This design comes from an exercise in tuning for small area and a short achievable clock period on the open sky130 flow, not from production work. Power figures rest on the tool's default switching activity, not on a simulated workload.

## red
## tenc_bridge_top
module tenc_bridge_top
(
    input  logic       i_clk,
    input  logic       i_rst,
    input  logic       i_wb_cyc,
    input  logic       i_wb_stb,
    input  logic       i_wb_we,
    input  tenc_pkg::wb_data_t   i_wb_dat,
    output logic       o_wb_ack,
    output tenc_pkg::wb_data_t   o_wb_dat,
    input  tenc_pkg::code_sel_t  i_param_sel,
    output logic       o_enc_valid,
    input  logic       i_enc_ready,
    output tenc_pkg::in_sym_t    o_enc_sym,
    input  logic       i_res_valid,
    output logic       o_res_ready,
    input  tenc_pkg::res_word_t  i_res_word,
    output tenc_pkg::blocksize_t o_blocksize,
    output tenc_pkg::perm_p_t    o_p,
    output tenc_pkg::perm_q_t    o_q0,
    output tenc_pkg::perm_q_t    o_q1,
    output tenc_pkg::perm_q_t    o_q2,
    output tenc_pkg::perm_q_t    o_q3
);
    logic      rx_push;
    tenc_pkg::in_sym_t   rx_sym;
    logic      rx_pop;
    logic      rx_empty;
    logic      rx_empty_nxt;
    logic      tx_push;
    logic      tx_pop;
    logic      tx_not_full;
    logic      tx_empty;
    tenc_pkg::res_word_t tx_head;
    logic      res_eof_accepted;
    assign o_res_ready      = tx_not_full;
    assign tx_push          = i_res_valid & tx_not_full;
    assign res_eof_accepted = tx_push & i_res_word.eof;
    wb_regs u_regs (
        .i_clk              (i_clk),
        .i_rst              (i_rst),
        .i_wb_cyc           (i_wb_cyc),
        .i_wb_stb           (i_wb_stb),
        .i_wb_we            (i_wb_we),
        .i_wb_dat           (i_wb_dat),
        .o_wb_ack           (o_wb_ack),
        .o_wb_dat           (o_wb_dat),
        .o_rx_push          (rx_push),
        .o_rx_sym           (rx_sym),
        .i_rx_empty         (rx_empty),
        .i_rx_empty_nxt     (rx_empty_nxt),
        .i_enc_ready        (i_enc_ready),
        .o_enc_valid        (o_enc_valid),
        .o_rx_pop           (rx_pop),
        .o_tx_pop           (tx_pop),
        .i_tx_head          (tx_head),
        .i_tx_empty         (tx_empty),
  ...
For scale: about 160 I/O pins, about 0.084 mm² of cells after synthesis.
==> module sync_fifo, before the edit <==
module sync_fifo #(
    parameter int  WIDTH     = 8,
    parameter int  ADDR_W    = 4
) (
    input  logic     i_clk,
    input  logic     i_rst,
    input  logic     i_wr,
    input  logic     i_rd,
    input  logic [WIDTH-1:0] i_w_data,
    output logic [WIDTH-1:0] o_r_data,
    output logic     o_empty,
    output logic     o_empty_nxt,
    output logic     o_not_full
);
    localparam int DEPTH = 1 << ADDR_W;
    localparam int LO_W  = (ADDR_W >= 4) ? 4 : ADDR_W;
    localparam int HI_W  = ADDR_W - LO_W;
    localparam int NLO   = 1 << LO_W;
    localparam int NHI   = 1 << HI_W;
    localparam logic [NLO-1:0] LO_FIRST_N = ~(NLO'(1));
    localparam logic [NHI-1:0] HI_FIRST_N = ~(NHI'(1));
    logic [DEPTH-1:0][WIDTH-1:0] mem;
    logic [WIDTH-1:0]  head;
    logic [NLO-1:0]    rlo;
    logic [NHI-1:0]    rhi;
    logic              empty_q;
    logic              one_q;
    logic              nfull_q;
    logic              push;
    logic              pop;
    logic              inc;
    logic              dec;
    logic              empty_n;
    logic [NLO-1:0]    wlo;
    logic [NHI-1:0]    whi;
    logic [NLO-1:0]    wlo_n;
    logic [NHI-1:0]    whi_n;
    logic [NHI-1:0][WIDTH-1:0] grp;
    logic              two;
    logic              f_last;
    logic [NHI-1:0]    rhi_up;
    logic [NHI-1:0]    rhi_dn;
    logic [WIDTH-1:0]  rd_word;
    assign push = i_wr & nfull_q;
    assign pop  = i_rd & ~empty_q;
    assign inc  = push & ~pop;
    assign dec  = pop & ~push;
    assign empty_n = inc ? 1'b0 : (dec ? one_q : empty_q);
    always_ff @(posedge i_clk)
    begin
        for (int k = 0; k < DEPTH; k++)
        begin
            if (whi[k / NLO] & wlo[k % NLO])
            begin
                mem[k] <= i_w_data;
            end
        end
    end
    always_comb
    begin
        rd_word = '0;
        for (int h = 0; h < NHI; h++)
        begin
            grp[h] = '0;
            for (int l = 0; l < NLO; l++)
            begin
                grp[h] = grp[h] | (mem[h * NLO + l] & {WIDTH{rlo[l]}});
            end
            rd_word = rd_word | (grp[h] & {WIDTH{rhi[h]}});
        end
    end
    always_ff @(posedge i_clk)
    begin
        if (empty_q | (pop & one_q))
        begin
            head <= i_w_data;
        end
        else if (pop)
        begin
            head <= rd_word;
        end
    end
    assign wlo = ~wlo_n;
    assign whi = ~whi_n;
    assign rhi_up = rlo[NLO-1] ? ((rhi << 1) | (rhi >> (NHI - 1))) : rhi;
    assign rhi_dn = (rlo[0] | rlo[1]) ? ((rhi >> 1) | (rhi << (NHI - 1))) : rhi;
    assign two    = (|(wlo & ((rlo << 1) | (rlo >> (NLO - 1))))) & (|(whi & rhi_up));
    assign f_last = (|(wlo & ((rlo >> 2) | (rlo << (NLO - 2))))) & (|(whi & rhi_dn));
    always_ff @(posedge i_clk)
    begin
        if (i_rst)
        begin
            wlo_n   <= LO_FIRST_N;
            whi_n   <= HI_FIRST_N;
            rlo     <= NLO'(2);
            rhi     <= NHI'(1);
            empty_q <= 1'b1;
            one_q   <= 1'b0;
            nfull_q <= 1'b1;
        end
        else
        begin
            if (push)
            begin
                wlo_n <= (wlo_n << 1) | (wlo_n >> (NLO - 1));
                if (~wlo_n[NLO-1])
                begin
                    whi_n <= (whi_n << 1) | (whi_n >> (NHI - 1));
                end
            end
            if (pop)
            begin
                rlo <= (rlo << 1) | (rlo >> (NLO - 1));
                if (rlo[NLO-1])
                begin
                    rhi <= (rhi << 1) | (rhi >> (NHI - 1));
                end
            end
            empty_q <= empty_n;
            one_q   <= inc ? empty_q : (dec ? two : one_q);
            nfull_q <= inc ? ~f_last : (dec ? 1'b1 : nfull_q);
        end
    end
    assign o_r_data    = head;
    assign o_empty     = empty_q;
    assign o_empty_nxt = i_rst | empty_n;
    assign o_not_full  = nfull_q;
endmodule
==> module tenc_bridge_top, before the edit <==
module tenc_bridge_top
(
    input  logic       i_clk,
    input  logic       i_rst,
    input  logic       i_wb_cyc,
    input  logic       i_wb_stb,
    input  logic       i_wb_we,
    input  tenc_pkg::wb_data_t   i_wb_dat,
    output logic       o_wb_ack,
    output tenc_pkg::wb_data_t   o_wb_dat,
    input  tenc_pkg::code_sel_t  i_param_sel,
    output logic       o_enc_valid,
    input  logic       i_enc_ready,
    output tenc_pkg::in_sym_t    o_enc_sym,
    input  logic       i_res_valid,
    output logic       o_res_ready,
    input  tenc_pkg::res_word_t  i_res_word,
    output tenc_pkg::blocksize_t o_blocksize,
    output tenc_pkg::perm_p_t    o_p,
    output tenc_pkg::perm_q_t    o_q0,
    output tenc_pkg::perm_q_t    o_q1,
    output tenc_pkg::perm_q_t    o_q2,
    output tenc_pkg::perm_q_t    o_q3
);
    logic      rx_push;
    tenc_pkg::in_sym_t   rx_sym;
    logic      rx_pop;
    logic      rx_empty;
    logic      rx_empty_nxt;
    logic      tx_push;
    logic      tx_pop;
    logic      tx_not_full;
    logic      tx_empty;
    tenc_pkg::res_word_t tx_head;
    logic      res_eof_accepted;
    assign o_res_ready      = tx_not_full;
    assign tx_push          = i_res_valid & tx_not_full;
    assign res_eof_accepted = tx_push & i_res_word.eof;
    wb_regs u_regs (
        .i_clk              (i_clk),
        .i_rst              (i_rst),
        .i_wb_cyc           (i_wb_cyc),
        .i_wb_stb           (i_wb_stb),
        .i_wb_we            (i_wb_we),
        .i_wb_dat           (i_wb_dat),
        .o_wb_ack           (o_wb_ack),
        .o_wb_dat           (o_wb_dat),
        .o_rx_push          (rx_push),
        .o_rx_sym           (rx_sym),
        .i_rx_empty         (rx_empty),
        .i_rx_empty_nxt     (rx_empty_nxt),
        .i_enc_ready        (i_enc_ready),
        .o_enc_valid        (o_enc_valid),
        .o_rx_pop           (rx_pop),
        .o_tx_pop           (tx_pop),
        .i_tx_head          (tx_head),
        .i_tx_empty         (tx_empty),
        .i_res_eof_accepted (res_eof_accepted)
    );
    sync_fifo #(
        .WIDTH     (2 + 2),
        .ADDR_W    (4)
    ) u_rx_fifo (
        .i_clk    (i_clk),
        .i_rst    (i_rst),
        .i_wr     (rx_push),
        .i_rd     (rx_pop),
        .i_w_data (rx_sym),
        .o_r_data (o_enc_sym),
        .o_empty  (rx_empty),
        .o_empty_nxt (rx_empty_nxt),
        .o_not_full  ()
    );
    sync_fifo #(
        .WIDTH     (6 + 2),
        .ADDR_W    (8)
    ) u_tx_fifo (
        .i_clk    (i_clk),
        .i_rst    (i_rst),
        .i_wr     (tx_push),
        .i_rd     (tx_pop),
        .i_w_data (i_res_word),
        .o_r_data (tx_head),
        .o_empty  (tx_empty),
        .o_empty_nxt (),
        .o_not_full  (tx_not_full)
    );
    code_param_rom u_rom (
        .i_clk       (i_clk),
        .i_rst       (i_rst),
        .i_sel       (i_param_sel),
        .o_blocksize (o_blocksize),
        .o_p         (o_p),
        .o_q0        (o_q0),
        .o_q1        (o_q1),
        .o_q2        (o_q2),
        .o_q3        (o_q3)
    );
endmodule
Settings: LEC_CHECK=0, CAP_MARGIN=20, CORE_MARGIN=2, CORE_UTILIZATION=65, SETUP_SLACK_MARGIN=3.3, SLEW_MARGIN=20; clock period 6.0 ns.
run.sh (not shown) runs the stock make flow with config.mk's settings and CLKGATE_MAP_FILE= SYNTH_SCRIPT=/design/flow/synth_recipe.tcl, a recipe that flattens the netlist after the stock synthesis.
Relative to red, the following input files were edited for blue:
--- a/flow/design.v
+++ b/flow/design.v
@@ -14,13 +14,14 @@
     typedef logic [12-1:0] perm_q_t;
     typedef logic [6-1:0] code_sel_t;
     typedef logic [32-1:0] wb_data_t;
 endpackage
 module sync_fifo #(
     parameter int  WIDTH     = 8,
-    parameter int  ADDR_W    = 4
+    parameter int  ADDR_W    = 4,
+    parameter bit  SPACED_POPS = 1'b0
 ) (
     input  logic     i_clk,
     input  logic     i_rst,
     input  logic     i_wr,
     input  logic     i_rd,
     input  logic [WIDTH-1:0] i_w_data,
@@ -35,12 +36,15 @@
     localparam int NLO   = 1 << LO_W;
     localparam int NHI   = 1 << HI_W;
     localparam logic [NLO-1:0] LO_FIRST_N = ~(NLO'(1));
     localparam logic [NHI-1:0] HI_FIRST_N = ~(NHI'(1));
     logic [DEPTH-1:0][WIDTH-1:0] mem;
     logic [WIDTH-1:0]  head;
+    logic [WIDTH-1:0]  head_nxt;
+    logic [WIDTH-1:0]  nxt;
+    logic [WIDTH-1:0]  r_out;
     logic [NLO-1:0]    rlo;
     logic [NHI-1:0]    rhi;
     logic              empty_q;
     logic              one_q;
     logic              nfull_q;
     logic              push;
@@ -83,22 +87,30 @@
             begin
                 grp[h] = grp[h] | (mem[h * NLO + l] & {WIDTH{rlo[l]}});
             end
             rd_word = rd_word | (grp[h] & {WIDTH{rhi[h]}});
         end
     end
-    always_ff @(posedge i_clk)
-    begin
-        if (empty_q | (pop & one_q))
-        begin
-            head <= i_w_data;
+    generate
+        if (SPACED_POPS)
+        begin : g_prefetch
+            always_ff @(posedge i_clk)
+            begin
+                nxt <= one_q ? i_w_data : rd_word;
+            end
         end
-        else if (pop)
-        begin
-            head <= rd_word;
+        else
+        begin : g_direct
+            assign nxt = rd_word;
         end
+    endgenerate
+    assign head_nxt = (empty_q | (pop & one_q)) ? i_w_data : (pop ? nxt : head);
+    always_ff @(posedge i_clk)
+    begin
+        head  <= head_nxt;
+        r_out <= head_nxt;
     end
     assign wlo = ~wlo_n;
     assign whi = ~whi_n;
     assign rhi_up = rlo[NLO-1] ? ((rhi << 1) | (rhi >> (NHI - 1))) : rhi;
     assign rhi_dn = (rlo[0] | rlo[1]) ? ((rhi >> 1) | (rhi << (NHI - 1))) : rhi;
     assign two    = (|(wlo & ((rlo << 1) | (rlo >> (NLO - 1))))) & (|(whi & rhi_up));
@@ -135,13 +147,13 @@
             end
             empty_q <= empty_n;
             one_q   <= inc ? empty_q : (dec ? two : one_q);
             nfull_q <= inc ? ~f_last : (dec ? 1'b1 : nfull_q);
         end
     end
-    assign o_r_data    = head;
+    assign o_r_data    = r_out;
     assign o_empty     = empty_q;
     assign o_empty_nxt = i_rst | empty_n;
     assign o_not_full  = nfull_q;
 endmodule
 module wb_regs
 (
@@ -403,13 +415,14 @@
         .o_empty  (rx_empty),
         .o_empty_nxt (rx_empty_nxt),
         .o_not_full  ()
     );
     sync_fifo #(
         .WIDTH     (6 + 2),
-        .ADDR_W    (8)
+        .ADDR_W    (8),
+        .SPACED_POPS (1'b1)
     ) u_tx_fifo (
         .i_clk    (i_clk),
         .i_rst    (i_rst),
         .i_wr     (tx_push),
         .i_rd     (tx_pop),
         .i_w_data (i_res_word),
## What came out
blue ran to completion and came out clean on the timing, DRC and antenna checks.
red -> blue: cell internal power dissipation increased slightly
blue vs red: count of mapped cells out of synthesis up slightly
There was hardly any difference in clock skew between red and blue.
For the design area, blue came in 0.82% higher than red did.
The wire length number comes out lower for red vs blue.
Per the comparison of blue with red, post-placement cell area has increased, switching power share of the total went down 0.25 points.
Footprint of the flip-flops and latches across red and blue: no real change.
[compare] base=red new=blue: non-clock buffering overhead in the final layout up 0.49 points, utilization down 0.24 points, sequential share of layout area down 0.41 points.
No run of this note included a check of the RTL's function; only the layout flow was run.

## static timing again, ports no longer ideal
How much do the figures lean on ideal ports? The routed layouts below were timed once more, with nothing changed but the port constraints. Step 1: set_driving_cell puts a clkbuf_16 on i_clk and a buf_2 on each other input, an assumption about the parent block. Step 2 adds t to the input delays and takes it off the output delays; t is the mean of the earliest and latest rising clock arrival at the registers after step 1. Input paths then give back, and output paths get back, about the clock's delay inside the block. a / b / c = ideal / step 1 / step 2; a / b = the first two.
run | t, ns | slack for setup (ns) | worst setup path at the end
red | 0.923 | 3.189 / 3.130 / 2.571 | input to register
blue | 0.914 | 3.034 / 3.034 / 2.491 | input to register
After both steps setup and hold are still met in every run listed. For red, which loses most, drivers alone change the setup slack by -0.059 ns; drivers and shift together by -0.618 ns.
